From an optimization exercise on the open Yosys and OpenROAD flow, aimed at small area and a short achievable clock period; shortcuts taken in it are not production practice.
RTL that was checked went through simulation tests only; none was proved equivalent to the original.
Function not checked in runs 2 to 5: the RTL went through the layout flow alone.
No activity file was given, so power comes from the tool's default toggle rates.

==> design/flow/design.v <==
module inst_rom_resp #(
  parameter int          DEPTH     = 64,
  parameter logic [31:0] NOP_INSTR = 32'h0000_0013
) (
  input  logic        clk_i_ROM,
  input  logic        reset_i_ROM,
  input  logic        chip_enable_i_ROM,
  input  logic [31:0] pc_addr_i_ROM,
  input  logic        load_en_i_ROM,
  input  logic [31:0] load_addr_i_ROM,
  input  logic [31:0] load_data_i_ROM,
  output logic [31:0] inst_o_ROM,
  output logic        inst_valid_o_ROM,
  output logic        addr_fault_o_ROM,
  output logic        load_err_o_ROM,
  output logic [15:0] fetch_cnt_o_ROM,
  output logic [1:0]  state_o_ROM
);
  localparam int AW = (DEPTH > 1) ? $clog2(DEPTH) : 1;
  logic [1:0]             state;
  logic [DEPTH-1:0][31:0] mem;
  logic en;
  logic pc_in_range, ld_in_range;
  logic active, fetch_ok, fetch_oob, fetch_nop, load_ok, load_bad;
  assign en = chip_enable_i_ROM;
  assign pc_in_range = ~|pc_addr_i_ROM[31:AW];
  assign ld_in_range = ~|load_addr_i_ROM[31:AW];
  assign active    = ~state[1];
  assign fetch_ok  = en & active & pc_in_range;
  assign fetch_oob = en & active & ~pc_in_range;
  assign fetch_nop = en & (state == 2'd2);
  assign load_ok  = load_en_i_ROM & (state == 2'd0) & ~en & ld_in_range;
  assign load_bad = load_en_i_ROM & ~load_ok;
  logic          wr_pend;
  logic [AW-1:0] wr_addr;
  logic [31:0]   wr_data;
  logic [7:0]    wr_hi, wr_lo;
  always_ff @(posedge clk_i_ROM) begin
    wr_pend <= reset_i_ROM & load_ok;
    wr_addr <= load_addr_i_ROM[AW-1:0];
    wr_data <= load_data_i_ROM;
    for (int i = 0; i < 8; i++) begin
      wr_hi[i] <= reset_i_ROM & load_ok & (load_addr_i_ROM[5:3] == 3'(i));
      wr_lo[i] <= (load_addr_i_ROM[2:0] == 3'(i));
    end
  end
  logic [DEPTH-1:0] we, hold;
  always_comb begin
    for (int i = 0; i < DEPTH; i++) begin
      we[i]   = wr_hi[i/8] & wr_lo[i%8];
      hold[i] = ~(wr_hi[i/8] & wr_lo[i%8]);
    end
  end
  logic wr_hit;
  assign wr_hit = wr_pend & (pc_addr_i_ROM[AW-1:0] == wr_addr);
  logic [7:0] rhi_n, rlo_n;
  always_comb begin
    for (int i = 0; i < 8; i++) begin
      rhi_n[i] = ~(pc_addr_i_ROM[5:3] == 3'(i));
      rlo_n[i] = ~(pc_addr_i_ROM[2:0] == 3'(i));
    end
  end
  logic [63:0] rhalf;    
  for (genvar g = 0; g < 4; g++) begin : g_rgrp
    logic [8*DEPTH-1:0] cols;
    for (genvar i = 0; i < DEPTH; i++) begin : g_w
      assign cols[8*i+:8] = mem[i][8*g+:8];
    end
    inst_rom_rdgrp u_grp (.hi_n_i(rhi_n), .lo_n_i(rlo_n), .d_i(cols), .y_o(rhalf[16*g+:16]));
  end
  logic        rd_take;
  logic [31:0] inst_other, inst_nxt;
  assign rd_take = reset_i_ROM & fetch_ok & ~wr_hit;
  always_comb begin
    if (!reset_i_ROM)                inst_other = '0;
    else if (fetch_ok)               inst_other = wr_hit ? wr_data : '0;
    else if (fetch_oob || fetch_nop) inst_other = NOP_INSTR;
    else                             inst_other = inst_o_ROM;
  end
  for (genvar b = 0; b < 32; b++) begin : g_onxt
    inst_rom_ao221 u (.a_i(rd_take), .h0_i(rhalf[2*b]), .h1_i(rhalf[2*b+1]), .c_i(inst_other[b]), .y_o(inst_nxt[b]));
  end
  always_ff @(posedge clk_i_ROM) begin
    inst_o_ROM <= inst_nxt;
    if (!reset_i_ROM) begin
      state            <= 2'd0;
      inst_valid_o_ROM <= 1'b0;
      addr_fault_o_ROM <= 1'b0;
      load_err_o_ROM   <= 1'b0;
      fetch_cnt_o_ROM  <= '0;
    end else begin
      case (state)
        2'd0:    state <= en ? 2'd1 : 2'd0;
        2'd1:    state <= !en ? 2'd0 : (pc_in_range ? 2'd1 : 2'd2);
        2'd2:    state <= en ? 2'd2 : 2'd0;
        default: state <= 2'd0;
      endcase
      inst_valid_o_ROM <= en & (state != 2'd3);
      addr_fault_o_ROM <= fetch_oob;
      load_err_o_ROM   <= load_bad;
      if (fetch_ok && fetch_cnt_o_ROM != 16'hFFFF)
        fetch_cnt_o_ROM <= fetch_cnt_o_ROM + 16'd1;
    end
  end
  inst_rom_array #(.DEPTH(DEPTH)) u_array (
    .clk_i  (clk_i_ROM),
    .we_i   (we),
    .hold_i (hold),
    .d_i    (wr_data),
    .mem_o  (mem)
  );
  assign state_o_ROM = state;
endmodule
module inst_rom_array #(
  parameter int DEPTH = 64
) (
  input  logic                   clk_i,
  input  logic [DEPTH-1:0]       we_i,
  input  logic [DEPTH-1:0]       hold_i,
  input  logic [31:0]            d_i,
  output logic [DEPTH-1:0][31:0] mem_o
);
  for (genvar w = 0; w < DEPTH; w++) begin : g_word
    for (genvar b = 0; b < 32; b++) begin : g_bit
      inst_rom_bit u_bit (
        .clk_i (clk_i),
        .we_i  (we_i[w]),
        .hold_i(hold_i[w]),
        .d_i   (d_i[b]),
        .q_o   (mem_o[w][b])
      );
    end
  end
endmodule
module inst_rom_bit (
  input  logic clk_i,
  input  logic we_i,
  input  logic hold_i,
  input  logic d_i,
  output logic q_o
);
  always_ff @(posedge clk_i)
    q_o <= (q_o | we_i) & (hold_i | d_i);
endmodule
module inst_rom_rdgrp (
  input  logic [7:0]       hi_n_i,
  input  logic [7:0]       lo_n_i,
  input  logic [511:0]     d_i,    
  output logic [15:0]      y_o     
);
  logic [63:0] sel;
  for (genvar w = 0; w < 64; w++) begin : g_sel
    inst_rom_nor2 u (.a_i(hi_n_i[w/8]), .b_i(lo_n_i[w%8]), .y_o(sel[w]));
  end
  for (genvar b = 0; b < 8; b++) begin : g_col
    logic [63:0] col;
    for (genvar w = 0; w < 64; w++) begin : g_w
      assign col[w] = d_i[8*w+b];
    end
    inst_rom_rdcol u_col (.sel_i(sel), .d_i(col), .y_o(y_o[2*b+:2]));
  end
endmodule
module inst_rom_rdcol (
  input  logic [63:0] sel_i,
  input  logic [63:0] d_i,
  output logic [1:0]  y_o
);
  logic [7:0]  l2;
  logic [3:0]  l3_n;
  for (genvar i = 0; i < 8; i++) begin : g_l2
    inst_rom_rd8 u (.sel_i(sel_i[8*i+:8]), .d_i(d_i[8*i+:8]), .y_o(l2[i]));
  end
  for (genvar i = 0; i < 4; i++) begin : g_l3
    inst_rom_nor2 u (.a_i(l2[2*i]), .b_i(l2[2*i+1]), .y_o(l3_n[i]));
  end
  for (genvar i = 0; i < 2; i++) begin : g_l4
    inst_rom_nand2 u (.a_i(l3_n[2*i]), .b_i(l3_n[2*i+1]), .y_o(y_o[i]));
  end
endmodule
module inst_rom_rd8 (
  input  logic [7:0] sel_i,
  input  logic [7:0] d_i,
  output logic       y_o
);
  logic [3:0] p_n;
  for (genvar i = 0; i < 4; i++) begin : g_p
    assign p_n[i] = ~((sel_i[2*i] & d_i[2*i]) | (sel_i[2*i+1] & d_i[2*i+1]));
  end
  assign y_o = ~&p_n;
endmodule
module inst_rom_nor2 (
  input  logic a_i, b_i,
  output logic y_o
);
  assign y_o = ~(a_i | b_i);
endmodule
module inst_rom_nand2 (
  input  logic a_i, b_i,
  output logic y_o
);
  assign y_o = ~(a_i & b_i);
endmodule
module inst_rom_ao221 (
  input  logic a_i, h0_i, h1_i, c_i,
  output logic y_o
);
  assign y_o = (a_i & h0_i) | (a_i & h1_i) | c_i;
endmodule
==> design/flow/flow/run.sh <==
#!/bin/bash
# The standard layout, with two changes: ports get buf_2 buffers instead of the
# smallest (slow delay) buffer, and timing repair may swap a cell for one of
# another footprint. Each step's full output goes to a log file here.
set -euo pipefail
bash standard.sh synth > synth.log 2>&1
bash standard.sh finish MATCH_CELL_FOOTPRINT=0 \
  "BUFFER_PORTS_ARGS=-buffer_cell sky130_fd_sc_hd__buf_2" > layout.log 2>&1
==> design/flow/standard.sh <==
#!/bin/bash
# synth_recipe.tcl (not shown) runs the flow's synth.tcl, then flattens the netlist and writes it again
# the make line also repeats each setting of config.mk as NAME=value (left out here)
make -C /OpenROAD-flow-scripts/flow DESIGN_CONFIG=/design/flow/config.mk WORK_HOME=/design/flow/orfs CLKGATE_MAP_FILE= SYNTH_SCRIPT=/design/flow/synth_recipe.tcl "${@:-finish}"
==> design/flow/config.mk <==
export PLATFORM = sky130hd
export DESIGN_NAME = inst_rom_resp
export DESIGN_NICKNAME = inst_rom_resp
export VERILOG_FILES = /design/flow/design.v
export SDC_FILE = /design/flow/constraint.sdc
export NUM_CORES = 4
export LEC_CHECK = 0
export CAP_MARGIN = 20
export CORE_MARGIN = 2
export CORE_UTILIZATION = 40
export CTS_CLUSTER_DIAMETER = 100
export CTS_CLUSTER_SIZE = 28
export SETUP_SLACK_MARGIN = 1.1
export SLEW_MARGIN = 20
export SYNTH_HIERARCHICAL = 1
export SYNTH_MINIMUM_KEEP_SIZE = 0
==> design/flow/constraint.sdc <==
create_clock -name core_clock -period 3.3 [get_ports {clk_i_ROM}]
set_input_delay 0.6600 -clock core_clock [delete_from_list [all_inputs] [get_ports {clk_i_ROM}]]
set_output_delay 0.6600 -clock core_clock [all_outputs]
set_load 0.01 [all_outputs]
==> results.txt, run 1 <==
Slowest stage cell, crit path: nor2_1
Worst reg2reg setup slack: 1210 ps
Avg Inst Size Synth: 11.7 µm²
Post-synthesis instance total: 6,352
Routed Antenna Nets: 0
I/O pin count: 153
PD cells: 478 nW/µm²
Clock-pin transition on the worst setup and hold timing paths: 110 ps
Clock Tree Buf Depth: 3
Row cnt: 158
Hold depth: 1
Vias: 62,700
DRC viols: 0
Crit path buf inv count: 3
Slew HR: 17.2%
Netlist Area Pre-Place: 74,400 µm²
Crit-path max FO: 16
Pre-CTS setup slack: -282 ps
Synthesis Warnings: 8
Hold Startpoint: load_addr_i_ROM[0]
Cells after DPL: 9,243
Initial core utilization: 40.2%
Total Wirelength: 274,000 µm
Fin crit share: 68.9%
Final cell count without fillers: 9,429
# H-tree levels: 3
Crit end category: flip-flop
Syn-to-layout area delta: 14.9%
DRT iter0 DRCs: 6,954
Initial DRT Pass Iterations: 6
RSZ-0062 raised after global routing: true
Slew @ Worst Pin: 1240 ps
MaxCap Viol Count: 0
Largest net degree at the start of global routing: 66
Number of enable flip-flop cells after synthesis: 0
CTS root buffer: clkbuf_16
Clock Latency Late Sink: 780 ps
Register area share after synthesis: 58.1%
Primary FF master, synth: dfxtp_1
Hold WS: 133 ps
Hold EP: wr_addr[0]
Post-DP HPWL: 179,000 µm
Die Y: 435 µm
Crit-path max cell delay: 340 ps
Max Slew Vio Count: 0
Most used cell, CP: buf_12
Synth Net Count: 6,453
Kind of cell adding the most delay to the critical path: simple AND/OR/NAND/NOR gates
Setup Crit Path Kind: in -> reg
Startpoint Class: primary input
Type of the worst min-delay path: in -> reg
Layout cell share with drive strength beyond 1: 13.6%
Terminus of the critical flop-to-flop path: u_array.g_word[30].g_bit[5].u_bit.q_o
Final net count: 7,031
Vias per cell: 6.65
Final Cell Area: 85,500 µm²
Fmax: 0.440 GHz
Status: timing/DRC/antenna clean
Critical Path, Cell by Cell: clkbuf_4 > nand3b_1 > buf_12 > buf_12 > nor2_4 > a22oi_1 > nand4_1 > nor2_1 > nand2_1 > o21ai_1 > nand2b_1
R2r worst-path depth: 6
Port buffer count: 152
TritonCTS Buffers: 88
Placed cell area: 80,900 µm²
N_diodes: 0
CTS Sinks: 2,156
Number of distinct library cells after synthesis: 47
GPL Wtd Cong: 0.909
FF+latch count, synth: 2,156
Worst setup margin: 1030 ps
CP Data Required Time: 3990 ps
Leak: 30.7 nW
Routed len/inst: 29.1 µm
Full die area: 189,000 µm²
Initial antenna violation count: 6
Asr flop ratio synth: 0%
Reg-to-reg startpoint: wr_lo[6]
Worst path arrival time: 2960 ps
Final Hold Viols: 0
CTS tree: yes
First-pass GRT wire length: 399,000 µm
Vias in the first global route: 59,100
Die X: 435 µm
Clk_skew: 67.6 ps
GRT Util Overall: 27.4%
Final min period: 2270 ps
Remaining Overflow, GRT: 0
Final setup violation count: 0
Fill cells: 17,200
Max rail drop VDD: 0.417 mV
Core area: 185,000 µm²
modules after synthesis (local to each module, per instance), excerpt:
module | area [µm²] | flops+latches | times used | cells
inst_rom_resp | 4080 | 108 | 1 | 464
inst_rom_rd8 | 36.3 | 0 | 256 | 5
inst_rom_bit | 28.8 | 1 | 2048 | 2
inst_rom_ao221 | 11.3 | 0 | 32 | 2
inst_rom_nand2 | 3.75 | 0 | 64 | 1
inst_rom_nor2 | 3.75 | 0 | 384 | 1
power by group:
group	internal, mW	switching [mW]
combinational	0.352	0.478
clock	5.07	8.31
sequential	26.0	0.617
total	31.4	9.40
Yosys cell counts, types with 16 or more instances:
library cell | instances | area, µm²
inv_1 | 66 | 248
nand2b_1 | 34 | 213
nand2_1 | 146 | 548
nor4_1 | 16 | 100
nor2_1 | 395 | 1480
o22a_1 | 2048 | 17900
dfxtp_1 | 2156 | 43200
a21oi_1 | 20 | 100
o21ai_1 | 32 | 160
a22oi_1 | 1024 | 7690
a22o_1 | 29 | 254
nand4_1 | 267 | 1670
clkbuf_1 | 19 | 71.3
state kept, by name, summed over array words and instances, names as in the netlist:
| name | count |
|---|---|
| addr_fault_o_ROM | 1 |
| fetch_cnt_o_ROM | 16 |
| inst_o_ROM | 32 |
| inst_valid_o_ROM | 1 |
| load_err_o_ROM | 1 |
| state | 2 |
| u_array.g_word.g_bit.u_bit.q_o | 2048 |
| wr_addr | 6 |
| wr_data | 32 |
| wr_hi | 8 |
| wr_lo | 8 |
| wr_pend | 1 |
cell families after synthesis:
family                     Yosys count  synth area share (%)
AOI/OAI and AO/OA                 3167                  35.3
adders and majority gates            1                0.0168
and+or+nand+nor                    921                  6.01
muxes                                1                0.0135
buffers and inverters               98                 0.537
xor gates and xnor gates             8                0.0942
DFF                               2156                  58.1
layout by cell type (no fill, tap or decap), types with 31 or more instances in the layout:
cell type         n
dfxtp_1        2102
o22a_1         2048
a22oi_1         992
buf_4           275
nand4_1         267
nor2_2          168
nor2_1          166
buf_2           146
nand2_1         122
clkbuf_16        96
inv_1            65
nor2_4           62
buf_12           44
nand2b_1         34
dfxtp_4          34
dlygate4sd3_1    33
a22oi_2          32
o21ai_1          31
per-stage QoR:
step / setup TNS, ps / util, % / power [mW]
6_report: 0 / 46.2 / 40.8
3_3_place_gp: -3710 / 43.7 / 27.9
5_1_grt: 0 / 46.2 / 42.0
3_5_place_dp: -2940 / 43.7 / 27.9
2_1_floorplan: 0 / - / 27.2
4_1_cts: 0 / 45.6 / 40.9
cell type report:
type | instances | area (µm²) | share of cell area (%)
Clock inverter | 13 | 175 | 0.205
Sequential cell | 2156 | 43300 | 50.7
Inverter | 66 | 251 | 0.294
Timing Repair Buffer | 520 | 4360 | 5.10
Multi-Input combinational cell | 4098 | 32000 | 37.5
Clock buffer | 96 | 2250 | 2.64
Tap cell | 2480 | 3100 | 3.63
worst max-delay path by stage:
stage / end / startpoint / slack [ps] / cells after the start
5_1_grt: inst_o_ROM[30] / pc_addr_i_ROM[3] / 1010 / 10
4_1_cts: inst_o_ROM[25] / pc_addr_i_ROM[0] / 990 / 13
2_1_floorplan: inst_o_ROM[0] / pc_addr_i_ROM[0] / 720 / 9
3_5_place_dp: inst_o_ROM[25] / pc_addr_i_ROM[1] / -280 / 11
3_3_place_gp: inst_o_ROM[25] / pc_addr_i_ROM[3] / -350 / 14
6_report: inst_o_ROM[11] / pc_addr_i_ROM[5] / 1030 / 11
what timing repair did:
item                                   CTS  global route
gates cloned                             0             8
pin swaps                               25            52
setup endpoints to repair              177            78
buffers inserted                        14            22
resized for setup                      192           215
hold buffers                            33             0
endpoints found under the hold margin   33             0
per-layer routing:
| layer | GRT usage (%) | routed length [µm] | vias to the layer above |
|---|---|---|---|
| li1 | - | - | 27300 |
| met1 | 38.8 | 120000 | 32300 |
| met2 | 41.2 | 119000 | 2615 |
| met3 | 4.08 | 21700 | 400 |
| met4 | 12.7 | 13100 | 2 |
| met5 | 0 | 13 | - |
==> inputs of run 2 (changes only) <==
--- a/design/flow/design.v
+++ b/design/flow/design.v
@@ -54,11 +54,4 @@
   logic wr_hit;
   assign wr_hit = wr_pend & (pc_addr_i_ROM[AW-1:0] == wr_addr);
-  logic [7:0] rhi_n, rlo_n;
-  always_comb begin
-    for (int i = 0; i < 8; i++) begin
-      rhi_n[i] = ~(pc_addr_i_ROM[5:3] == 3'(i));
-      rlo_n[i] = ~(pc_addr_i_ROM[2:0] == 3'(i));
-    end
-  end
   logic [63:0] rhalf;    
   for (genvar g = 0; g < 4; g++) begin : g_rgrp
@@ -67,5 +60,5 @@
       assign cols[8*i+:8] = mem[i][8*g+:8];
     end
-    inst_rom_rdgrp u_grp (.hi_n_i(rhi_n), .lo_n_i(rlo_n), .d_i(cols), .y_o(rhalf[16*g+:16]));
+    inst_rom_rdgrp u_grp (.addr_i(pc_addr_i_ROM[5:0]), .d_i(cols), .y_o(rhalf[16*g+:16]));
   end
   logic        rd_take;
@@ -144,12 +137,18 @@
 endmodule
 module inst_rom_rdgrp (
-  input  logic [7:0]       hi_n_i,
-  input  logic [7:0]       lo_n_i,
+  input  logic [5:0]       addr_i,
   input  logic [511:0]     d_i,    
   output logic [15:0]      y_o     
 );
+  logic [7:0] hi_n, lo_n;
+  always_comb begin
+    for (int i = 0; i < 8; i++) begin
+      hi_n[i] = ~(addr_i[5:3] == 3'(i));
+      lo_n[i] = ~(addr_i[2:0] == 3'(i));
+    end
+  end
   logic [63:0] sel;
   for (genvar w = 0; w < 64; w++) begin : g_sel
-    inst_rom_nor2 u (.a_i(hi_n_i[w/8]), .b_i(lo_n_i[w%8]), .y_o(sel[w]));
+    inst_rom_nor2 u (.a_i(hi_n[w/8]), .b_i(lo_n[w%8]), .y_o(sel[w]));
   end
   for (genvar b = 0; b < 8; b++) begin : g_col
--- a/design/flow/config.mk
+++ b/design/flow/config.mk
@@ -8,7 +8,7 @@
 export CAP_MARGIN = 20
 export CORE_MARGIN = 2
-export CORE_UTILIZATION = 40
+export CORE_UTILIZATION = 52
 export CTS_CLUSTER_DIAMETER = 100
-export CTS_CLUSTER_SIZE = 28
+export CTS_CLUSTER_SIZE = 30
 export SETUP_SLACK_MARGIN = 1.1
 export SLEW_MARGIN = 20
==> results.txt, run 2 <==
Type of the worst min-delay path: in -> reg
Startpoint Class: primary input
Clock Tree Buf Depth: 3 (unchanged)
Fill cells: 12,200 (-29%)
Leak: 31.6 nW (+3.2%)
Number of enable flip-flop cells after synthesis: 0 (unchanged)
Initial antenna violation count: 14 (+8)
Setup Crit Path Kind: in -> reg
Slew HR: 20.2% (+3.0 points)
CTS Sinks: 2,156 (unchanged)
GRT Util Overall: 38.8% (+11 points)
Setup TNS: 0 ps (unchanged)
Syn-to-layout area delta: 15.6%
Top cells by count, synth: dfxtp_1 (2,156), o22a_1 (2,048), a22oi_1 (1,024)
Terminus of the critical flop-to-flop path: u_array.g_word[33].g_bit[2].u_bit.q_o
RSZ-0062 raised after global routing: true
Worst Setup EP: inst_o_ROM[1]
First-pass GRT wire length: 424,000 µm (+6.2%)
Routed len/inst: 32.7 µm (+12%)
Placed cell area: 82,200 µm² (+1.7%)
Synth Net Count: 6,495 (+0.65%)
MaxCap Viol Count: 0 (unchanged)
Final Cell Area: 86,400 µm² (+1.1%)
Final Hold Viols: 0 (unchanged)
Critical path origin: pc_addr_i_ROM[3]
TritonCTS Buffers: 81 (-8.0%)
Biggest regs: u_array.g_word.g_bit.u_bit.q_o: 2048 flops, inst_o_ROM: 32 flops, wr_data: 32 flops
Status: timing/DRC/antenna clean
Fin crit share: 68.9% (about the same)
Largest register FFs: 2,048 (unchanged)
FF+latch count, synth: 2,156 (unchanged)
Vias: 65,400 (+4.4%)
Cells after DPL: 8,904 (-3.7%)
Netlist Area Pre-Place: 74,700 µm² (+0.52%)
Crit-path max FO: 8 (-8)
Primary FF master, synth: dfxtp_1
GPL Wtd Cong: 1.00 (+10%)
DRC viols: 0 (unchanged)
Final min period: 2270 ps (+1.77 ps)
Remaining Overflow, GRT: 0 (unchanged)
Full die area: 147,000 µm² (-22%)
Register area share after synthesis: 57.8% (-0.30 points)
R2r worst-path depth: 6 (unchanged)
Commonest non-fill, non-tap cell in the layout: dfxtp_1
Total Wirelength: 296,000 µm (+8.0%)
Post-synthesis instance total: 6,394 (+0.66%)
Most instantiated library cell after synthesis: dfxtp_1
Largest net degree at the start of global routing: 66 (unchanged)
CTS tree: yes
CTS root buffer: clkbuf_16
Vias per cell: 7.22 (+8.6%)
Slew @ Worst Pin: 1200 ps (-45.3 ps)
# H-tree levels: 3 (unchanged)
Max Slew Vio Count: 0 (unchanged)
Port buffer count: 152 (unchanged)
Core area: 143,000 µm² (-23%)
Initial core utilization: 52.2% (+12 points)
Reg-to-reg startpoint: wr_lo[1]
CP Data Required Time: 3980 ps (about the same)
Row cnt: 139 (-12%)
PD cells: 468 nW/µm² (-2.2%)
Layout cell share with drive strength beyond 1: 15.5% (+1.8 points)
Worst path arrival time: 2960 ps (about the same)
Number of distinct library cells after synthesis: 43 (-8.5%)
Max rail drop VDD: 0.553 mV (+33%)
Fmax: 0.440 GHz (about the same)
I/O pin count: 153 (unchanged)
Avg Inst Size Synth: 11.7 µm² (-0.14%)
Cell taking the most area after synthesis: dfxtp_1
Die Y: 383 µm (-12%)
DRT iter0 DRCs: 8,574 (+23%)
Final setup violation count: 0 (unchanged)
Hold depth: 1 (unchanged)
Final core utilization: 60.4% (+14 points)
Clock Latency Late Sink: 760 ps (-20 ps)
Clk_skew: 34.9 ps (-32.7 ps)
Routed Antenna Nets: 0 (unchanged)
Crit end category: flip-flop
Final cell count without fillers: 9,068 (-3.8%)
Final net count: 7,251 (+3.1%)
Post-DP HPWL: 199,000 µm (+12%)
Hold Startpoint: load_data_i_ROM[2]
Clock-pin transition on the worst setup and hold timing paths: 120 ps (about the same)
Die X: 383 µm (-12%)
Most flop-heavy register: u_array.g_word.g_bit.u_bit.q_o
Asr flop ratio synth: 0% (unchanged)
Vias in the first global route: 61,100 (+3.3%)
Initial DRT Pass Iterations: 9 (+3)
Share of the synthesized area in the top cell type: 57.8% (-0.30 points)
Main area contributors after synthesis: dfxtp_1 (58%), o22a_1 (24%), a22oi_1 (10%)
Total power: 40.4 mW (-1.1%)
Worst reg2reg setup slack: 1080 ps (-130 ps)
Most frequent cells in the layout: dfxtp_1 (2,110), o22a_1 (2,048), a22oi_1 (994), buf_4 (443), nand4_1 (265)
Synthesis Warnings: 9 (+1)
-- run 2: changes by cell type in the layout (fill, tap and decap cells not counted), moves of 7 or more --
cell / before / now
nand3_1: 6 / 14
nor2_1: 166 / 193
a21oi_1: 19 / 8
dfxtp_1: 2102 / 2110
mux2i_1: 1 / 9
or3b_4: 4 / 16
nand3b_1: 7 / 25
nor2_2: 168 / 147
or3b_1: 0 / 8
dfxtp_2: 20 / 13
buf_12: 44 / 57
clkbuf_16: 96 / 89
buf_4: 275 / 443
-- run 2: worst min-delay path by stage --
stage / to / slack (ps)
2_1_floorplan: u_array.g_word[0].g_bit[0].u_bit.q_o / 450
3_3_place_gp: u_array.g_word[11].g_bit[24].u_bit.q_o / 450
3_5_place_dp: u_array.g_word[11].g_bit[17].u_bit.q_o / 460
4_1_cts: wr_data[2] / 10
5_1_grt: wr_data[2] / 20
6_report: wr_data[2] / 40
-- run 2: worst max-delay path, cell delays in order --
cell	delay, ps
buf_6	140
buf_12	160
clkbuf_16	180
nand3b_1	240
buf_4	240
nor2_2	360
a22oi_1	210
nand4_1	190
nor2_1	70
buf_4	150
nand2_1	160
o21ai_2	90
nand2b_1	70
-- run 2: area by class of cell --
type | count | area [µm²] | area share (%)
Timing Repair Buffer | 700 | 5830 | 6.75
Antenna cell | 4 | 10.0 | 0.0116
Clock buffer | 91 | 2150 | 2.49
Tap cell | 1903 | 2380 | 2.76
Inverter | 65 | 244 | 0.282
Clock inverter | 3 | 22.5 | 0.0261
Multi-Input combinational cell | 4146 | 32500 | 37.6
Sequential cell | 2156 | 43300 | 50.1
-- run 2: cells by family (layout without fill, tap and decap cells) --
family	count (synthesis)	after routing	share of synthesized area [%]
and+or+nand+nor	977	977	6.55
other	0	4	0
buffers and inverters	92	859	0.469
DFF	2156	2156	57.8
muxes	9	9	0.121
adders and majority gates	1	1	0.0167
AOI/OAI and AO/OA	3149	3149	35.0
xor gates and xnor gates	10	10	0.117
-- run 2: metrics by stage --
stage               hold slack (ps)  setup WS (ps)
floorplan                       448            818
global placement                453           -564
detailed placement              461           -540
CTS                            11.7           1060
global route                   15.8           1030
finish                         43.1           1030
-- run 2: what timing repair did --
item                                   4_1_cts  5_1_grt
gates cloned                                 1        4
gates resized for setup                    251      156
setup buffers                               16       14
hold buffers                                31        0
setup endpoints to repair                   43       99
pin swaps                                   18       63
endpoints found under the hold margin       31        0
-- run 2: metal layers --
layer	wire length (µm)	global-route usage [%]
met1	123000	54.3
met2	127000	57.7
met3	34100	9.36
met4	12400	14.8
met5	61	0
-- run 2: power by group --
group          total (mW)  switching (mW)  internal (mW)  leakage [nW]
Combinational        1.05           0.627          0.418          13.2
Sequential           26.6           0.588           26.0          17.4
Clock                12.7            8.05           4.70          1.07
-- run 2: Yosys stat by module (local to each module, per instance), excerpt --
module | cells inside | times used | flops+latches | cell area, µm²
inst_rom_rd8 | 5 | 256 | 0 | 36.3
inst_rom_rdgrp | 16 | 4 | 0 | 120
inst_rom_nand2 | 1 | 64 | 0 | 3.75
inst_rom_nor2 | 1 | 384 | 0 | 3.75
inst_rom_ao221 | 2 | 32 | 0 | 11.3
inst_rom_bit | 2 | 2048 | 1 | 28.8
inst_rom_resp | 442 | 1 | 108 | 3990
==> inputs of run 3 (changes only) <==
--- a/design/flow/config.mk
+++ b/design/flow/config.mk
@@ -8,7 +8,7 @@
 export CAP_MARGIN = 20
 export CORE_MARGIN = 2
-export CORE_UTILIZATION = 52
-export CTS_CLUSTER_DIAMETER = 100
-export CTS_CLUSTER_SIZE = 30
+export CORE_UTILIZATION = 40
+export CTS_CLUSTER_DIAMETER = 80
+export CTS_CLUSTER_SIZE = 24
 export SETUP_SLACK_MARGIN = 1.1
 export SLEW_MARGIN = 20
==> results.txt, run 3 <==
DRC viols: 0 (unchanged)
Final setup violation count: 0 (unchanged)
Hold depth: 1 (unchanged)
Power share of the clock group: 37.3% (+5.8 points)
CTS root buffer: clkbuf_16
Biggest regs: u_array.g_word.g_bit.u_bit.q_o: 2048 flops, inst_o_ROM: 32 flops, wr_data: 32 flops
Synthesis Warnings: 9 (unchanged)
Commonest non-fill, non-tap cell in the layout: dfxtp_1
Clock Latency Late Sink: 810 ps (+50 ps)
Synth Net Count: 6,495 (unchanged)
CTS tree: yes
Hold Startpoint: load_addr_i_ROM[5]
Setup Crit Path Kind: in -> reg
Clock-pin transition on the worst setup and hold timing paths: 100 ps (-20 ps)
Setup TNS: 0 ps (unchanged)
GRT Util Overall: 29.5% (-9.3 points)
Row cnt: 158 (+14%)
Number of distinct library cells after synthesis: 43 (unchanged)
Final min period: 2330 ps (+52.0 ps)
Placed cell area: 82,300 µm² (about the same)
Syn-to-layout area delta: 17.8%
Initial antenna violation count: 6 (-8)
Seq pwr share: 60.4% (-5.5 points)
Vias per cell: 6.72 (-6.9%)
Port buffer count: 152 (unchanged)
I/O pin count: 153 (unchanged)
Startpoint Class: primary input
Netlist Area Pre-Place: 74,700 µm² (unchanged)
Leak: 31.9 nW (+0.80%)
Fin crit share: 70.5% (+1.6 points)
FF+latch count, synth: 2,156 (unchanged)
Area of the multi-input gates: 32,600 µm² (+0.41%)
Vias in the first global route: 60,300 (-1.3%)
Fmax: 0.430 GHz (-2.2%)
Worst reg2reg setup slack: 1170 ps (+90 ps)
PD cells: 501 nW/µm² (+7.1%)
Primary FF master, synth: dfxtp_1
Fill cells: 17,100 (+40%)
Worst path arrival time: 3050 ps (+90 ps)
GPL Wtd Cong: 0.950 (-5.4%)
Avg Inst Size Synth: 11.7 µm² (unchanged)
Post-DP HPWL: 198,000 µm (-0.59%)
Slew @ Worst Pin: 1220 ps (+19.7 ps)
Layout cell share with drive strength beyond 1: 15.5% (+0.039 points)
DRT iter0 DRCs: 7,964 (-7.1%)
Total Wirelength: 293,000 µm (-1.1%)
Most flop-heavy register: u_array.g_word.g_bit.u_bit.q_o
Die X: 436 µm (+14%)
Reg-to-reg startpoint: state[1]
Register area: 43,300 µm² (about the same)
Share of the synthesized area in the top cell type: 57.8% (unchanged)
Core area: 186,000 µm² (+30%)
Largest net degree at the start of global routing: 66 (unchanged)
R2r worst-path depth: 7 (+1)
RSZ-0062 raised after global routing: true
Largest register FFs: 2,048 (unchanged)
Register area share after synthesis: 57.8% (unchanged)
Comb power frac: 2.3% (-0.3 points)
Final Cell Area: 88,000 µm² (+1.8%)
Sw frac: 23.3% (+0.38 points)
CP Data Required Time: 4020 ps (+40 ps)
Clock Tree Buf Depth: 3 (unchanged)
Die Y: 436 µm (+14%)
P_int: 33.8 mW (+8.5%)
Net Switching: 10.3 mW (+11%)
Type of the worst min-delay path: in -> reg
Vias: 64,900 (-0.89%)
Final net count: 7,212 (-0.54%)
Cell taking the most area after synthesis: dfxtp_1
MaxCap Viol Count: 0 (unchanged)
First-pass GRT wire length: 424,000 µm (about the same)
Crit-path max FO: 13 (+5)
Routed Antenna Nets: 0 (unchanged)
Crit end category: flip-flop
Routed len/inst: 30.4 µm (-7.1%)
Status: timing/DRC/antenna clean
TritonCTS Buffers: 111 (+37%)
Max Slew Vio Count: 0 (unchanged)
Hold EP: wr_addr[5]
Post-synthesis instance total: 6,394 (unchanged)
Remaining Overflow, GRT: 0 (unchanged)
Most frequent cells in the layout: dfxtp_1 (2,103), o22a_1 (2,048), a22oi_1 (1,002), buf_4 (389), nand4_1 (265)
Full die area: 190,000 µm² (+30%)
Asr flop ratio synth: 0% (unchanged)
Initial core utilization: 40.3% (-12 points)
Most instantiated library cell after synthesis: dfxtp_1
Terminus of the critical flop-to-flop path: inst_o_ROM[0]
Number of enable flip-flop cells after synthesis: 0 (unchanged)
Main area contributors after synthesis: dfxtp_1 (58%), o22a_1 (24%), a22oi_1 (10%)
Clk_skew: 55.8 ps (+20.9 ps)
Slew HR: 18.9% (-1.3 points)
# H-tree levels: 3 (unchanged)
CTS Sinks: 2,156 (unchanged)
Final Hold Viols: 0 (unchanged)
Max rail drop VDD: 0.471 mV (-15%)
Top cells by count, synth: dfxtp_1 (2,156), o22a_1 (2,048), a22oi_1 (1,024)
Initial DRT Pass Iterations: 7 (-2)
## run 3: cell counts after synthesis
Identical to the previous run, type by type.
## run 3: power groups by stage
stage	logic, mW	registers (mW)	clock network, mW
global placement	0.802	27.2	0
finish	0.997	26.6	16.5
global route	1.01	26.6	17.6
detailed placement	0.806	27.2	0
CTS	0.909	26.6	16.7
floorplan	0.285	26.9	0
## run 3: metal layers
| layer | global-route usage [%] | share of wire, % | up-vias | routed length, µm |
|---|---|---|---|---|
| met3 | 5.48 | 9.8 | 459 | 28600 |
| li1 | - | - | 27800 | - |
| met5 | 0 | 0.0038 | - | 11 |
| met1 | 43.0 | 44 | 33400 | 129000 |
| met2 | 42.3 | 42 | 3231 | 122000 |
| met4 | 12.6 | 4.6 | 2 | 13600 |
## run 3: what timing repair did
action | CTS | global route
gates resized for setup | 298 | 155
endpoints found under the setup margin | 73 | 319
hold buffers | 32 | 0
endpoints found under the hold margin | 32 | 0
buffers inserted | 16 | 7
pin swaps | 34 | 42
## run 3: area by class of cell
cell class	instances	share of cell area, %
clock buffer	131	3.41
multi-input combinational	4146	37.1
sequential	2156	49.2
clock inverter	40	0.727
inverter	65	0.277
antenna	4	0.0114
timing repair buffer	631	5.78
tap	2480	3.53
## run 3: worst max-delay path by stage
stage / cells after the start / slack [ps] / start / endpoint
2_1_floorplan: 6 / 820 / pc_addr_i_ROM[27] / fetch_cnt_o_ROM[5]
3_3_place_gp: 11 / -720 / pc_addr_i_ROM[5] / inst_o_ROM[3]
3_5_place_dp: 11 / -550 / pc_addr_i_ROM[5] / inst_o_ROM[3]
4_1_cts: 13 / 1000 / pc_addr_i_ROM[2] / inst_o_ROM[3]
5_1_grt: 12 / 1000 / pc_addr_i_ROM[4] / inst_o_ROM[10]
6_report: 12 / 970 / pc_addr_i_ROM[4] / inst_o_ROM[10]
## run 3: per-stage QoR
| stage | utilization, % | instances | hold slack [ps] | total power [mW] | worst slack [ps] |
|---|---|---|---|---|---|
| after detailed placement | 44.3 | 9422 | 461 | 28.0 | -551 |
| after CTS | 47.0 | 9641 | 55.3 | 44.2 | 1000 |
| after floorplan | - | 6394 | 448 | 27.2 | 818 |
| final | 47.4 | 9653 | 94.6 | 44.1 | 973 |
| after global routing | 47.4 | 9650 | 77.5 | 45.2 | 995 |
| after global placement | 44.3 | 9422 | 453 | 28.0 | -716 |
## run 3: cells by family (layout without fill, tap and decap cells)
logic type      count (synthesis)  in the layout  share of synthesized area [%]
other cells                     0              4                              0
buf+inv                        92            867                          0.469
compound gates               3149           3149                           35.0
flops                        2156           2156                           57.8
mux                             9              9                          0.121
fa+ha+maj                       1              1                         0.0167
xor+xnor                       10             10                          0.117
simple gates                  977            977                           6.55
## run 3: worst max-delay path, cell delays in order
cell and delay (ps):
buf_6 160, buf_4 200, or3_4 490, buf_4 180, nor2_4 240, a22oi_1 140, nand4_1 230, nor2_1 70
buf_4 170, nand2_1 250, o21ai_1 120, nand2b_1 100
## run 3: per-module statistics from Yosys (local to each module, per instance), a selection
module,flip-flops and latches,cells inside,copies in the design
inst_rom_nor2,0,1,384
inst_rom_rd8,0,5,256
inst_rom_rdgrp,0,16,4
inst_rom_bit,1,2,2048
inst_rom_ao221,0,2,32
inst_rom_nand2,0,1,64
inst_rom_resp,108,442,1
==> inputs of run 4 (changes only) <==
--- a/design/flow/config.mk
+++ b/design/flow/config.mk
@@ -11,5 +11,5 @@
 export CTS_CLUSTER_DIAMETER = 80
 export CTS_CLUSTER_SIZE = 24
-export SETUP_SLACK_MARGIN = 1.1
+export SETUP_SLACK_MARGIN = 1.25
 export SLEW_MARGIN = 20
 export SYNTH_HIERARCHICAL = 1
==> results.txt, run 4 <==
Sw frac: 23.4% (+0.10 points)
Post-synthesis instance total: 6,394 (unchanged)
Most instantiated library cell after synthesis: dfxtp_1
First-pass GRT wire length: 425,000 µm (+0.23%)
Number of distinct library cells after synthesis: 43 (unchanged)
Total Wirelength: 294,000 µm (+0.27%)
R2r worst-path depth: 5 (-2)
Worst path arrival time: 2980 ps (-70 ps)
Largest register FFs: 2,048 (unchanged)
Final min period: 2310 ps (-14.9 ps)
Biggest regs: u_array.g_word.g_bit.u_bit.q_o: 2048 flops, inst_o_ROM: 32 flops, wr_data: 32 flops
Die X: 436 µm (unchanged)
Vias in the first global route: 62,100 (+3.0%)
Vias: 65,500 (+1.0%)
Max Slew Vio Count: 0 (unchanged)
Clk_skew: 40.6 ps (-15.2 ps)
Initial antenna violation count: 6 (unchanged)
Clock Latency Late Sink: 790 ps (-20 ps)
Crit-path max cell delay: 320 ps (-170 ps)
GPL Wtd Cong: 0.971 (+2.2%)
DRT iter0 DRCs: 7,148 (-10%)
Cells after DPL: 9,648 (+2.4%)
Hold WS: 118 ps (+23.5 ps)
Placed cell area: 84,500 µm² (+2.7%)
Number of enable flip-flop cells after synthesis: 0 (unchanged)
Hold depth: 1 (unchanged)
Port buffer count: 152 (unchanged)
Critical Path, Cell by Cell: buf_12 > buf_16 > buf_12 > buf_6 > nand3_4 > nor2_4 > buf_6 > a22oi_2 > nand4_1 > nor2_4 > nand2_4 > o21ai_2 > nand2b_1
Vias per cell: 6.61 (-1.6%)
Clock-pin transition on the worst setup and hold timing paths: 90 ps (about the same)
PD cells: 481 nW/µm² (-4.0%)
Core area: 186,000 µm² (unchanged)
Crit end category: flip-flop
Final net count: 7,469 (+3.6%)
Setup Crit Path Kind: in -> reg
Crit path depth: 13 (+1)
Synth Net Count: 6,495 (unchanged)
Full die area: 190,000 µm² (unchanged)
Clock Tree Buf Depth: 3 (unchanged)
FF+latch count, synth: 2,156 (unchanged)
Primary FF master, synth: dfxtp_1
Max rail drop VDD: 0.470 mV (-0.11%)
CTS root buffer: clkbuf_16
Routed len/inst: 29.6 µm (-2.4%)
Pre-CTS setup slack: -922 ps (-371 ps)
Register area share after synthesis: 57.8% (unchanged)
CP Data Required Time: 3960 ps (-60 ps)
Initial core utilization: 40.3% (unchanged)
Setup TNS: 0 ps (unchanged)
Comb power frac: 2.6% (+0.3 points)
# H-tree levels: 3 (unchanged)
Final Cell Area: 92,000 µm² (+4.6%)
Final Hold Viols: 0 (unchanged)
Largest net degree at the start of global routing: 66 (unchanged)
Top cells by count, synth: dfxtp_1 (2,156), o22a_1 (2,048), a22oi_1 (1,024)
Row cnt: 158 (unchanged)
CTS Sinks: 2,156 (unchanged)
Status: timing/DRC/antenna clean
Seq pwr share: 60.1% (-0.3 points)
Most frequent cells in the layout: dfxtp_1 (2,081), o22a_1 (2,048), a22oi_1 (863), buf_4 (557), nand4_1 (265)
Fmax: 0.433 GHz (+0.64%)
Remaining Overflow, GRT: 0 (unchanged)
Cell taking the most area after synthesis: dfxtp_1
DRC viols: 0 (unchanged)
MaxCap Viol Count: 0 (unchanged)
Leak: 33.7 nW (+5.6%)
Total power: 44.3 mW (+0.43%)
Most flop-heavy register: u_array.g_word.g_bit.u_bit.q_o
Netlist Area Pre-Place: 74,700 µm² (unchanged)
Avg Inst Size Synth: 11.7 µm² (unchanged)
Slew HR: 16.9% (-2.0 points)
Power share of the clock group: 37.3% (about the same)
Die Y: 436 µm (unchanged)
Final core utilization: 49.6% (+2.2 points)
Asr flop ratio synth: 0% (unchanged)
P_int: 33.9 mW (+0.30%)
Net Switching: 10.4 mW (+0.86%)
CTS tree: yes
TritonCTS Buffers: 113 (+1.8%)
Layout cell share with drive strength beyond 1: 21.9% (+6.4 points)
Commonest non-fill, non-tap cell in the layout: dfxtp_1
Type of the worst min-delay path: in -> reg
RSZ-0062 raised after global routing: true
Main area contributors after synthesis: dfxtp_1 (58%), o22a_1 (24%), a22oi_1 (10%)
Slowest stage cell, crit path: nor2_4
Synthesis Warnings: 9 (unchanged)
I/O pin count: 153 (unchanged)
GRT Util Overall: 29.5% (about the same)
Routed Antenna Nets: 0 (unchanged)
Worst setup margin: 988 ps (+14.9 ps)
Kind of cell adding the most delay to the critical path: simple AND/OR/NAND/NOR gates
Startpoint Class: primary input
Post-DP HPWL: 199,000 µm (+0.50%)
Crit-path max FO: 8 (-5)
Fin crit share: 70.1% (-0.45 points)
Initial DRT Pass Iterations: 9 (+2)
Final cell count without fillers: 9,917 (+2.7%)
Share of the synthesized area in the top cell type: 57.8% (unchanged)
Final setup violation count: 0 (unchanged)
Crit path buf inv count: 5 (+1)
Syn-to-layout area delta: 23.2%
Slew @ Worst Pin: 1250 ps (+30.0 ps)
## run 4: changes by cell type in the layout (fill, tap and decap cells not counted), moves of 21 or more
cell and delta:
buf_12 +42, a22oi_2 +139, buf_4 +168, o21ai_2 +21, a22oi_1 -139, o21ai_1 -21
dfxtp_1 -22, buf_6 +56, nor2_4 +24, nor2_1 -38
## run 4: timing repair
action	CTS	global route
pin swaps	135	182
endpoints found under the setup margin	463	347
cloned	3	0
hold buffers	32	0
buffers inserted	31	19
hold endpoints to repair	32	0
gates resized for setup	529	320
## run 4: cells by family (layout without fill, tap and decap cells)
group / count (synthesis) / in the layout / share of synthesized area, %
compound gates: 3149 / 3149 / 35.0
xor+xnor: 10 / 10 / 0.117
fa+ha+maj: 1 / 1 / 0.0167
buf+inv: 92 / 1132 / 0.469
flops: 2156 / 2156 / 57.8
mux: 9 / 9 / 0.121
other cells: 0 / 3 / 0
simple gates: 977 / 977 / 6.55
## run 4: layer usage
layer | share of wire [%] | global-route usage [%] | up-vias
met5 | 0 | 0 | -
met1 | 43 | 41.3 | 33600
met3 | 8.6 | 4.35 | 516
li1 | - | - | 28300
met2 | 43 | 44.1 | 3132
met4 | 5.3 | 14.9 | 0
## run 4: area by class of cell
class                           count  area, µm²
Clock inverter                     55        696
Fill cell                       16700      93600
Timing Repair Buffer              886       7890
Sequential cell                  2156      43400
Inverter                           65        251
Antenna cell                        3       7.51
Multi-Input combinational cell   4146      33800
Clock buffer                      126       2960
Tap cell                         2480       3100
## run 4: path summary, 6_finish.rpt
kind	from	end	slack [ps]
worst min-delay path	load_addr_i_ROM[2]	wr_addr[2]	120
worst max-delay path	pc_addr_i_ROM[3]	inst_o_ROM[6]	990
worst min register to register	u_array.g_word[29].g_bit[0].u_bit.q_o	u_array.g_word[29].g_bit[0].u_bit.q_o	480
worst max register to register	wr_hi[1]	u_array.g_word[9].g_bit[19].u_bit.q_o	1270
## run 4: per-module statistics from Yosys (local to each module, per instance), excerpt
module,cells inside,times used,cell area [µm²]
inst_rom_rdgrp,16,4,120
inst_rom_resp,442,1,3990
inst_rom_bit,2,2048,28.8
inst_rom_ao221,2,32,11.3
inst_rom_rd8,5,256,36.3
inst_rom_nand2,1,64,3.75
inst_rom_nor2,1,384,3.75
## run 4: power groups by stage
| stage | clock network [mW] | logic (mW) | registers [mW] |
|---|---|---|---|
| floorplan | 0 | 0.285 | 26.9 |
| global placement | 0 | 0.910 | 27.2 |
| detailed placement | 0 | 0.914 | 27.2 |
| CTS | 16.7 | 1.06 | 26.6 |
| global route | 17.6 | 1.17 | 26.6 |
| finish | 16.5 | 1.15 | 26.6 |
==> inputs of run 5 (changes only) <==
--- a/design/flow/config.mk
+++ b/design/flow/config.mk
@@ -11,5 +11,5 @@
 export CTS_CLUSTER_DIAMETER = 80
 export CTS_CLUSTER_SIZE = 24
-export SETUP_SLACK_MARGIN = 1.25
+export SETUP_SLACK_MARGIN = 0.9
 export SLEW_MARGIN = 20
 export SYNTH_HIERARCHICAL = 1
==> results.txt, run 5 <==
Comb power frac: 2.2% (-0.4 points)
Routed Antenna Nets: 0 (unchanged)
Final Cell Area: 88,200 µm² (-4.2%)
Placed cell area: 82,700 µm² (-2.1%)
CTS tree: yes
Asr flop ratio synth: 0% (unchanged)
Most instantiated library cell after synthesis: dfxtp_1
Simple-gate share of the synthesized area: 6.55% (unchanged)
Post-synthesis mux area share: 0.121% (unchanged)
Final setup violation count: 0 (unchanged)
Largest net degree at the start of global routing: 66 (unchanged)
Share of the synthesized area in the top cell type: 57.8% (unchanged)
Row cnt: 158 (unchanged)
PD cells: 509 nW/µm² (+5.7%)
Full die area: 190,000 µm² (unchanged)
Max rail drop VDD: 0.414 mV (-12%)
CTS Sinks: 2,156 (unchanged)
Fill cells: 16,900 (+0.90%)
Total Wirelength: 290,000 µm (-1.2%)
Synthesis Warnings: 9 (unchanged)
Leak: 32.2 nW (-4.5%)
Total power: 44.9 mW (+1.3%)
Startpoint Class: primary input
GPL Wtd Cong: 0.941 (-3.0%)
Netlist Area Pre-Place: 74,700 µm² (unchanged)
MaxCap Viol Count: 0 (unchanged)
Sw frac: 23.6% (+0.17 points)
Die X: 436 µm (unchanged)
Clock Tree Buf Depth: 3 (unchanged)
Hold WS: 48.3 ps (-69.9 ps)
Slew HR: 17.7% (+0.83 points)
Final cell count without fillers: 9,700 (-2.2%)
Max Slew Vio Count: 0 (unchanged)
Largest register FFs: 2,048 (unchanged)
Vias per cell: 6.65 (+0.57%)
Primary FF master, synth: dfxtp_1
Post-synthesis instance total: 6,394 (unchanged)
Initial DRT Pass Iterations: 7 (-2)
Number of distinct library cells after synthesis: 43 (unchanged)
Synth Net Count: 6,495 (unchanged)
Synth Area in Compound Gates: 35.0% (unchanged)
Fmax: 0.397 GHz (-8.2%)
Slew @ Worst Pin: 1230 ps (-12.4 ps)
Die Y: 436 µm (unchanged)
Syn-to-layout area delta: 18.0%
Final Hold Viols: 0 (unchanged)
Final min period: 2520 ps (+206 ps)
DRC viols: 0 (unchanged)
Most flop-heavy register: u_array.g_word.g_bit.u_bit.q_o
GRT Util Overall: 29.3% (-0.22 points)
Cell taking the most area after synthesis: dfxtp_1
P_int: 34.3 mW (+1.1%)
Power share of the clock group: 38.5% (+1.2 points)
Fin crit share: 76.3% (+6.3 points)
Clk_skew: 53.4 ps (+12.8 ps)
Biggest regs: u_array.g_word.g_bit.u_bit.q_o: 2048 flops, inst_o_ROM: 32 flops, wr_data: 32 flops
Vias in the first global route: 60,300 (-2.9%)
Seq pwr share: 59.3% (-0.8 points)
Largest family of logic cells by synthesized area: compound AO/OA/AOI/OAI gates
Net Switching: 10.6 mW (+2.1%)
# H-tree levels: 3 (unchanged)
Type of the worst min-delay path: in -> reg
Setup Crit Path Kind: in -> reg
Synth Area in XOR/XNOR: 0.117% (unchanged)
I/O pin count: 153 (unchanged)
Remaining Overflow, GRT: 0 (unchanged)
Most frequent cells in the layout: dfxtp_1 (2,120), o22a_1 (2,048), a22oi_1 (1,012), buf_4 (385), nand4_1 (265)
CP Data Required Time: 4010 ps (+50 ps)
Post-synthesis adder-cell area fraction: 0.0167% (unchanged)
RSZ-0062 raised after global routing: true
Post-DP HPWL: 198,000 µm (-0.69%)
Initial antenna violation count: 15 (+9)
DRT iter0 DRCs: 7,671 (+7.3%)
Vias: 64,500 (-1.6%)
Layout cell share with drive strength beyond 1: 15.0% (-6.9 points)
Worst path arrival time: 3230 ps (+250 ps)
Register area share after synthesis: 57.8% (unchanged)
Core area: 186,000 µm² (unchanged)
Clock-pin transition on the worst setup and hold timing paths: 90 ps (about the same)
Status: timing/DRC/antenna clean
Routed len/inst: 29.9 µm (+1.0%)
Commonest non-fill, non-tap cell in the layout: dfxtp_1
Crit-path max FO: 14 (+6)
First-pass GRT wire length: 420,000 µm (-1.1%)
Final net count: 7,222 (-3.3%)
FF+latch count, synth: 2,156 (unchanged)
Initial core utilization: 40.3% (unchanged)
CTS root buffer: clkbuf_16
Crit end category: flip-flop
Port buffer count: 152 (unchanged)
Number of enable flip-flop cells after synthesis: 0 (unchanged)
Avg Inst Size Synth: 11.7 µm² (unchanged)
Cells after DPL: 9,440 (-2.2%)
Clock Latency Late Sink: 820 ps (+30 ps)
TritonCTS Buffers: 117 (+3.5%)
Top cells by count, synth: dfxtp_1 (2,156), o22a_1 (2,048), a22oi_1 (1,024)
Main area contributors after synthesis: dfxtp_1 (58%), o22a_1 (24%), a22oi_1 (10%)
[run 5: metal layers]
metal / wire [µm] / GRT usage (%)
met5: 119 / 0
met4: 13300 / 12.4
met3: 28400 / 5.34
met2: 122000 / 42.7
met1: 126000 / 42.2
[run 5: cells by family after synthesis]
| logic type | Yosys count |
|---|---|
| and+or+nand+nor | 977 |
| muxes | 9 |
| buffers and inverters | 92 |
| xor gates and xnor gates | 10 |
| DFF | 2156 |
| AOI/OAI and AO/OA | 3149 |
| adders and majority gates | 1 |
[run 5: worst paths after layout]
kind / startpoint / to / slack (ps) / cells past startpoint
worst max register to register: state[1] / inst_o_ROM[0] / 1000 / 6
worst min register to register: u_array.g_word[1].g_bit[17].u_bit.q_o / u_array.g_word[1].g_bit[17].u_bit.q_o / 480 / 1
worst min-delay path: load_addr_i_ROM[2] / wr_addr[2] / 50 / 1
worst max-delay path: pc_addr_i_ROM[0] / inst_o_ROM[6] / 780 / 11
[run 5: metrics by stage]
stage	worst slack, ps	util (%)	TNS (ps)
after detailed placement	-797	44.5	-14820
final	782	47.5	0
after CTS	781	47.2	0
after floorplan	817	-	0
after global routing	822	47.5	0
after global placement	-896	44.5	-15980
[run 5: critical path: stages]
cell	delay, ps
clkbuf_4	230
buf_12	160
or3_1	270
buf_4	280
nor2_4	120
a22oi_1	340
nand4_1	350
nor2_4	300
nand2_2	210
o21ai_1	180
nand2b_1	70
[run 5: timing repair]
| action | in CTS | in global routing |
|---|---|---|
| setup buffers | 7 | 1 |
| endpoints found under the setup margin | 36 | 33 |
| gates resized for setup | 189 | 134 |
| pin swaps | 6 | 26 |
| hold buffers | 33 | 0 |
| endpoints found under the hold margin | 33 | 0 |
[run 5: per-module statistics from Yosys, one instance, submodules excluded, a selection]
module | flops+latches | times used | cells inside | area, µm²
inst_rom_resp | 108 | 1 | 442 | 3990
inst_rom_rdgrp | 0 | 4 | 16 | 120
inst_rom_rd8 | 0 | 256 | 5 | 36.3
inst_rom_bit | 1 | 2048 | 2 | 28.8
inst_rom_ao221 | 0 | 32 | 2 | 11.3
inst_rom_nand2 | 0 | 64 | 1 | 3.75
inst_rom_nor2 | 0 | 384 | 1 | 3.75
[run 5: cell type report]
| type | instances | area [µm²] | area share [%] |
|---|---|---|---|
| flip-flops and latches | 2156 | 43300 | 49.1 |
| multi-input cells | 4146 | 32300 | 36.6 |
| repair buffers | 635 | 5260 | 5.96 |
| clock buffers | 137 | 3110 | 3.52 |
| well taps | 2480 | 3100 | 3.52 |
| clock inverters | 67 | 912 | 1.03 |
| inverters | 65 | 244 | 0.277 |
| diodes | 14 | 35.0 | 0.0397 |
[run 5: power by group through the flow]
stage                     sequential [mW]  combinational (mW)  clock [mW]
final                                26.6               0.994        17.3
after detailed placement             27.2               0.851           0
after floorplan                      26.9               0.285           0
after CTS                            26.6               0.925        17.5
after global routing                 26.6                1.01        18.4
after global placement               27.2               0.846           0

afterwards: timing with drivers on the ports:
In the flow no input, the clock included, has a driving cell. The finished layouts below were timed again as built, in two steps.
Step 1 assumes that a clkbuf_16 drives the clock port and a buf_2 every other input.
Step 2 moves the port delays by t, midway between the first and last clock arrival at a register: inputs arrive t later, outputs are due t later. That takes back most of the time a late clock gives input paths.
Three values: ideal, step 1, step 2; two values: the first two.
run | t (ns) | setup WS [ns] | worst hold slack (ns) | clock arrival spread, ns | worst register clock-pin slew, ns | pins driven straight from the clock port
run 1 | 0.840 | 1.027 / 1.065 / 0.245 | 0.133 / 0.067 / 0.482 | 0.073 / 0.073 | 0.11 / 0.11 | 1
run 2 | 0.826 | 1.025 / 0.950 / 0.124 | 0.043 / -0.009 / 0.482 | 0.035 / 0.035 | 0.12 / 0.12 | 1
run 3 | 0.871 | 0.973 / 1.011 / 0.149 | 0.095 / 0.035 / 0.479 | 0.057 / 0.057 | 0.10 / 0.10 | 1
run 4 | 0.857 | 0.988 / 0.993 / 0.137 | 0.118 / 0.069 / 0.478 | 0.046 / 0.045 | 0.10 / 0.10 | 1
run 5 | 0.883 | 0.782 / 0.827 / -0.056 | 0.048 / 0.051 / 0.477 | 0.059 / 0.059 | 0.10 / 0.10 | 1
With both steps, setup timing fails in run 5, where it was met with ideal ports. The setup slack of run 2, which loses most, moves by -0.075 ns with the drivers and by -0.901 ns with both steps.
